This design comes from an exercise in tuning for small area, a short achievable clock period and few clock cycles per item on the open sky130 flow, not from production work. The RTL was checked by simulation tests, not by an equivalence proof against the original design.

==> run H: inputs <==
// adc_window_frequency_monitor
module adc_window_frequency_monitor
#(
    parameter int WINDOW = WINDOW_DEF
) (
    input  logic                     i_clk,
    input  logic                     i_rst_n,
    input  logic                     i_sample_valid,
    output logic                     o_sample_ready,
    input  logic [SAMPLE_BITS-1:0]   i_sample,
    output logic                     o_result_valid,
    input  logic                     i_result_ready,
    output logic                     o_result_taken,
    output logic                     o_result_overload_seen,
    output logic [TICK_BITS-1:0]     o_result_overload_tick,
    output logic [SAMPLE_BITS-1:0]   o_result_window_max,
    output logic [SAMPLE_BITS-1:0]   o_result_window_min,
    output logic [HALF_BITS-1:0]     o_result_half_period,
    output logic [TICK_BITS-1:0]     o_result_tick_count,
    input  logic                     i_cfg_valid,
    output logic                     o_cfg_ready,
    input  logic [CFG_IDX_BITS-1:0]  i_cfg_index,
    input  logic [CFG_DATA_BITS-1:0] i_cfg_data
);
export LEC_CHECK = 0
export CAP_MARGIN = 20
export CORE_MARGIN = 2
export CORE_UTILIZATION = 65
export CTS_CLUSTER_DIAMETER = 70
export CTS_CLUSTER_SIZE = 25
export PLACE_DENSITY = 0.75
export SETUP_SLACK_MARGIN = 5
export SLEW_MARGIN = 20
create_clock -name core_clock -period 8.0 [get_ports {i_clk}]
run.sh (not shown) runs the stock make flow with config.mk's settings and CLKGATE_MAP_FILE= SYNTH_SCRIPT=/design/flow/synth_recipe.tcl, a recipe that flattens the netlist after the stock synthesis.
==> run Y (differences from run H) <==
--- a/flow/design.v
+++ b/flow/design.v
@@ -210,83 +210,43 @@
     localparam int W  = SAMPLE_BITS;
     localparam int T0 = WINDOW_DEF - TAIL - 2;    
     logic [W-1:0] r_sr [WINDOW_DEF];
     logic [3:0]   r_pos;
     logic [2:0]   r_nblk;                 
     logic         r_full;
     logic [W-1:0] r_pmax, r_pmin;
+    logic [W-1:0] r_smax [NHIST];
+    logic [W-1:0] r_smin [NHIST];
     logic [W-1:0] r_tamax [2];
     logic [W-1:0] r_tamin [2];
     logic [W-1:0] r_tbmax, r_tbmin;
     logic         first, last, push;
     assign first = (r_pos == 4'd0);
     assign last  = (r_pos == 4'(BLK - 1));
     assign push  = first && (r_nblk != 3'd0);
-    localparam int NR = NHIST - 1;
-    logic [W-1:0] r_rmax [NR];
-    logic [W-1:0] r_rmin [NR];
-    logic [W-1:0] r_gmax, r_gmin;          
-    logic [W-1:0] r_vmax, r_vmin;          
-    logic [W-1:0] r_fmax, r_fmin;
-    logic [2:0]   r_ph;                    
-    logic [2:0]   r_pend;                  
-    logic [W-1:0] hmax, hmin;
-    logic         hx_gt, hx_lt, hn_gt, hn_lt, fx_gt, fx_lt, fn_gt, fn_lt;
-    awfm_cmp u_hx (.i_a(r_vmax), .i_b(r_rmax[NR-1]), .o_gt(hx_gt), .o_lt(hx_lt));
-    awfm_cmp u_hn (.i_a(r_vmin), .i_b(r_rmin[NR-1]), .o_gt(hn_gt), .o_lt(hn_lt));
-    awfm_cmp u_fx (.i_a(r_pmax), .i_b(r_gmax), .o_gt(fx_gt), .o_lt(fx_lt));
-    awfm_cmp u_fn (.i_a(r_pmin), .i_b(r_gmin), .o_gt(fn_gt), .o_lt(fn_lt));
-    always_comb begin
-        hmax = r_rmax[NR-1];
-        hmin = r_rmin[NR-1];
-        if (r_pend != 3'd0) begin
-            if (r_ph == 3'd0) begin
-                hmax = r_vmax;
-                hmin = r_vmin;
-            end else begin
-                if (hx_gt) hmax = r_vmax;
-                if (hn_lt) hmin = r_vmin;
-            end
-        end
+    logic [NHIST-1:0] sx_gt, sn_lt;
+    for (genvar j = 1; j < NHIST; j++) begin : g_hist
+        logic unused_lt, unused_gt;
+        awfm_cmp u_sx (.i_a(r_pmax), .i_b(r_smax[j - 1]), .o_gt(sx_gt[j]), .o_lt(unused_lt));
+        awfm_cmp u_sn (.i_a(r_pmin), .i_b(r_smin[j - 1]), .o_gt(unused_gt), .o_lt(sn_lt[j]));
     end
+    assign sx_gt[0] = 1'b0;
+    assign sn_lt[0] = 1'b0;
     always_ff @(posedge i_clk) begin
-        for (int i = 1; i < NR; i++) begin
-            r_rmax[i] <= r_rmax[i - 1];
-            r_rmin[i] <= r_rmin[i - 1];
-        end
-        r_rmax[0] <= hmax;
-        r_rmin[0] <= hmin;
-        if (r_ph == 3'(NR - 1)) begin
-            r_gmax <= hmax;
-            r_gmin <= hmin;
-        end
         if (!i_rst_n) begin
-            for (int i = 0; i < NR; i++) r_rmax[i] <= '0;
+            for (int j = 0; j < NHIST; j++) r_smax[j] <= '0;
+        end else if (i_shift && push) begin
+            r_smax[0] <= r_pmax;
+            for (int j = 1; j < NHIST; j++) r_smax[j] <= sx_gt[j] ? r_pmax : r_smax[j - 1];
         end
     end
     always_ff @(posedge i_clk) begin
         if (i_shift && push) begin
-            r_vmax <= r_pmax;
-            r_vmin <= r_pmin;
-            r_fmin <= fn_lt ? r_pmin : r_gmin;
-        end
-    end
-    always_ff @(posedge i_clk) begin
-        if (!i_rst_n) begin
-            r_ph   <= '0;
-            r_pend <= '0;
-            r_fmax <= '0;
-        end else begin
-            if (i_shift && push) begin
-                r_pend <= 3'(NR);
-                r_fmax <= fx_gt ? r_pmax : r_gmax;
-            end else begin
-                r_ph <= (r_ph == 3'd0) ? 3'(NR - 1) : r_ph - 3'd1;
-                if (r_pend != 3'd0) r_pend <= r_pend - 3'd1;
-            end
+            r_smin[0] <= r_pmin;
+            for (int j = 1; j < NHIST; j++) r_smin[j] <= sn_lt[j] ? r_pmin : r_smin[j - 1];
         end
     end
     logic [T0+14:T0] r_dj [1:7];
     logic [7:1]      dj_new;
     for (genvar j = 1; j < 8; j++) begin : g_dj
         awfm_ge u_dj (.i_a(r_sr[T0 - 1]), .i_b(r_sr[T0 - 1 + j]), .o_ge(dj_new[j]));
     end
@@ -341,16 +301,16 @@
                 if (r_nblk != 3'd7) r_nblk <= r_nblk + 3'd1;
                 r_full <= r_full || (r_nblk == 3'd7);
             end
         end
     end
     logic [W-1:0] tmax, cmax, cmin, unused6, unused7;
     assign tmax = r_full ? r_tbmax : '0;
-    awfm_mm3 u_cx (.i_a(r_pmax), .i_b(r_fmax), .i_c(tmax), .o_max(cmax), .o_min(unused6));
-    awfm_mm3 u_cn (.i_a(r_pmin), .i_b(r_fmin), .i_c(r_tbmin), .o_max(unused7), .o_min(cmin));
+    awfm_mm3 u_cx (.i_a(r_pmax), .i_b(r_smax[NHIST-1]), .i_c(tmax), .o_max(cmax), .o_min(unused6));
+    awfm_mm3 u_cn (.i_a(r_pmin), .i_b(r_smin[NHIST-1]), .i_c(r_tbmin), .o_max(unused7), .o_min(cmin));
     assign o_newest = r_sr[0];
     assign o_max    = cmax;
     assign o_min = r_full ? cmin : '0;
 endmodule
 `timescale 1ns / 1ps
 import awfm_pkg::*;
 module adc_window_frequency_monitor
==> run E (differences from run H) <==
--- a/flow/design.v
+++ b/flow/design.v
@@ -210,83 +210,43 @@
     localparam int W  = SAMPLE_BITS;
     localparam int T0 = WINDOW_DEF - TAIL - 2;    
     logic [W-1:0] r_sr [WINDOW_DEF];
     logic [3:0]   r_pos;
     logic [2:0]   r_nblk;                 
     logic         r_full;
     logic [W-1:0] r_pmax, r_pmin;
+    logic [W-1:0] r_smax [NHIST];
+    logic [W-1:0] r_smin [NHIST];
     logic [W-1:0] r_tamax [2];
     logic [W-1:0] r_tamin [2];
     logic [W-1:0] r_tbmax, r_tbmin;
     logic         first, last, push;
     assign first = (r_pos == 4'd0);
     assign last  = (r_pos == 4'(BLK - 1));
     assign push  = first && (r_nblk != 3'd0);
-    localparam int NR = NHIST - 1;
-    logic [W-1:0] r_rmax [NR];
-    logic [W-1:0] r_rmin [NR];
-    logic [W-1:0] r_gmax, r_gmin;          
-    logic [W-1:0] r_vmax, r_vmin;          
-    logic [W-1:0] r_fmax, r_fmin;
-    logic [2:0]   r_ph;                    
-    logic [2:0]   r_pend;                  
-    logic [W-1:0] hmax, hmin;
-    logic         hx_gt, hx_lt, hn_gt, hn_lt, fx_gt, fx_lt, fn_gt, fn_lt;
-    awfm_cmp u_hx (.i_a(r_vmax), .i_b(r_rmax[NR-1]), .o_gt(hx_gt), .o_lt(hx_lt));
-    awfm_cmp u_hn (.i_a(r_vmin), .i_b(r_rmin[NR-1]), .o_gt(hn_gt), .o_lt(hn_lt));
-    awfm_cmp u_fx (.i_a(r_pmax), .i_b(r_gmax), .o_gt(fx_gt), .o_lt(fx_lt));
-    awfm_cmp u_fn (.i_a(r_pmin), .i_b(r_gmin), .o_gt(fn_gt), .o_lt(fn_lt));
-    always_comb begin
-        hmax = r_rmax[NR-1];
-        hmin = r_rmin[NR-1];
-        if (r_pend != 3'd0) begin
-            if (r_ph == 3'd0) begin
-                hmax = r_vmax;
-                hmin = r_vmin;
-            end else begin
-                if (hx_gt) hmax = r_vmax;
-                if (hn_lt) hmin = r_vmin;
-            end
-        end
+    logic [NHIST-1:0] sx_gt, sn_lt;
+    for (genvar j = 1; j < NHIST; j++) begin : g_hist
+        logic unused_lt, unused_gt;
+        awfm_cmp u_sx (.i_a(r_pmax), .i_b(r_smax[j - 1]), .o_gt(sx_gt[j]), .o_lt(unused_lt));
+        awfm_cmp u_sn (.i_a(r_pmin), .i_b(r_smin[j - 1]), .o_gt(unused_gt), .o_lt(sn_lt[j]));
     end
+    assign sx_gt[0] = 1'b0;
+    assign sn_lt[0] = 1'b0;
     always_ff @(posedge i_clk) begin
-        for (int i = 1; i < NR; i++) begin
-            r_rmax[i] <= r_rmax[i - 1];
-            r_rmin[i] <= r_rmin[i - 1];
-        end
-        r_rmax[0] <= hmax;
-        r_rmin[0] <= hmin;
-        if (r_ph == 3'(NR - 1)) begin
-            r_gmax <= hmax;
-            r_gmin <= hmin;
-        end
         if (!i_rst_n) begin
-            for (int i = 0; i < NR; i++) r_rmax[i] <= '0;
+            for (int j = 0; j < NHIST; j++) r_smax[j] <= '0;
+        end else if (i_shift && push) begin
+            r_smax[0] <= r_pmax;
+            for (int j = 1; j < NHIST; j++) r_smax[j] <= sx_gt[j] ? r_pmax : r_smax[j - 1];
         end
     end
     always_ff @(posedge i_clk) begin
         if (i_shift && push) begin
-            r_vmax <= r_pmax;
-            r_vmin <= r_pmin;
-            r_fmin <= fn_lt ? r_pmin : r_gmin;
-        end
-    end
-    always_ff @(posedge i_clk) begin
-        if (!i_rst_n) begin
-            r_ph   <= '0;
-            r_pend <= '0;
-            r_fmax <= '0;
-        end else begin
-            if (i_shift && push) begin
-                r_pend <= 3'(NR);
-                r_fmax <= fx_gt ? r_pmax : r_gmax;
-            end else begin
-                r_ph <= (r_ph == 3'd0) ? 3'(NR - 1) : r_ph - 3'd1;
-                if (r_pend != 3'd0) r_pend <= r_pend - 3'd1;
-            end
+            r_smin[0] <= r_pmin;
+            for (int j = 1; j < NHIST; j++) r_smin[j] <= sn_lt[j] ? r_pmin : r_smin[j - 1];
         end
     end
     logic [T0+14:T0] r_dj [1:7];
     logic [7:1]      dj_new;
     for (genvar j = 1; j < 8; j++) begin : g_dj
         awfm_ge u_dj (.i_a(r_sr[T0 - 1]), .i_b(r_sr[T0 - 1 + j]), .o_ge(dj_new[j]));
     end
@@ -341,16 +301,16 @@
                 if (r_nblk != 3'd7) r_nblk <= r_nblk + 3'd1;
                 r_full <= r_full || (r_nblk == 3'd7);
             end
         end
     end
     logic [W-1:0] tmax, cmax, cmin, unused6, unused7;
     assign tmax = r_full ? r_tbmax : '0;
-    awfm_mm3 u_cx (.i_a(r_pmax), .i_b(r_fmax), .i_c(tmax), .o_max(cmax), .o_min(unused6));
-    awfm_mm3 u_cn (.i_a(r_pmin), .i_b(r_fmin), .i_c(r_tbmin), .o_max(unused7), .o_min(cmin));
+    awfm_mm3 u_cx (.i_a(r_pmax), .i_b(r_smax[NHIST-1]), .i_c(tmax), .o_max(cmax), .o_min(unused6));
+    awfm_mm3 u_cn (.i_a(r_pmin), .i_b(r_smin[NHIST-1]), .i_c(r_tbmin), .o_max(unused7), .o_min(cmin));
     assign o_newest = r_sr[0];
     assign o_max    = cmax;
     assign o_min = r_full ? cmin : '0;
 endmodule
 `timescale 1ns / 1ps
 import awfm_pkg::*;
 module adc_window_frequency_monitor
==> flow/config.mk (replaced) <==
export PLATFORM = sky130hd
export DESIGN_NAME = adc_window_frequency_monitor
export DESIGN_NICKNAME = adc_window_frequency_monitor
export VERILOG_FILES = /design/flow/design.v
export SDC_FILE = /design/flow/constraint.sdc
export NUM_CORES = 4
export LEC_CHECK = 0
export CAP_MARGIN = 20
export CORE_MARGIN = 2
export CORE_UTILIZATION = 70
export CTS_CLUSTER_DIAMETER = 70
export CTS_CLUSTER_SIZE = 25
export PLACE_DENSITY = 0.78
export SETUP_SLACK_MARGIN = 5
export SLEW_MARGIN = 20
==> results.toml <==
[pwr]
peakVddDrop_uv = 218

[place]
dpl.hpwl_um = 94100

[grt]
use_met2_pct = 42.2
grt_pass1_wl_um = 258000

[layout]
buf_share_pct = 4.12

[floorplan]
core_area_um2 = 122000

[run_status]
status = "timing/DRC/antenna clean"

[logic_synthesis]
synth_common_cells = "edfxtp_1, ha_1, inv_1"
# the run above: run Y

==> results.toml <==
[run_status]
status = "timing/DRC/antenna clean"

[layout]
inverters_excl_clock = 358
drive_above_1_share_pct = 12.6
clock_area_share_pct = 3.94

[routing]
final_antenna_net_count = 0

[logic_synthesis]
synthArstFlopShare_pct = 0
synth_common_cells = "edfxtp_1, ha_1, inv_1"
synth_area_um2 = 79600

[timing]
period_minus_slack_ps = 3460

[place]
dpl.hpwl_um = 95800

[floorplan]
start_util_pct = 70.7

[pwr]
peakVddDrop_uv = 188

[grt]
use_met2_pct = 47.5
# the run above: run E

==> results.toml <==
[floorplan]
core_area_um2 = 118000

[pwr]
peakVddDrop_uv = 251

[grt]
use_met2_pct = 35.8
grt_pass1_wl_um = 217000

[layout]
buf_share_pct = 3.30

[logic_synthesis]
synth_common_cells = "edfxtp_1, dfxtp_1, ha_1"

[run_status]
status = "timing/DRC/antenna clean"

[place]
dpl.hpwl_um = 84600
# the run above: run H

Testbench counts of run H, summed over its fixed seeds: cycles 4,656, items 4,608.
Testbench counts of run Y, summed over its fixed seeds: cycles 4,656, items 4,608.
Testbench counts of run E, summed over its fixed seeds: cycles 4,656, items 4,608.

## port drivers added, routing unchanged
In the flow no input, the clock included, has a driving cell. The finished layouts below were timed again as built, in two steps. Step 1: set_driving_cell puts a clkbuf_16 on i_clk and a buf_2 on each other input, an assumption about the parent block. Step 2 also shifts input and output timing later by t, the mid clock arrival at the registers, as if the neighbouring blocks saw the same clock. Three values: no drivers, after step 1, after step 2; two values: the first two.
run	shift t [ns]	setup slack, ns	slew at the worst register clock pin (ns)	worst data-port slew with drivers (ns)
run H	0.815	5.016 / 4.964 / 4.212	0.10 / 0.10	0.08
run Y	0.819	4.973 / 4.933 / 4.218	0.12 / 0.12	0.04
run E	0.809	4.538 / 4.538 / 4.262	0.12 / 0.12	0.05
After both steps setup and hold are still met in every run listed. The setup slack of run H, which loses most, moves by -0.052 ns with the drivers and by -0.804 ns with both steps.
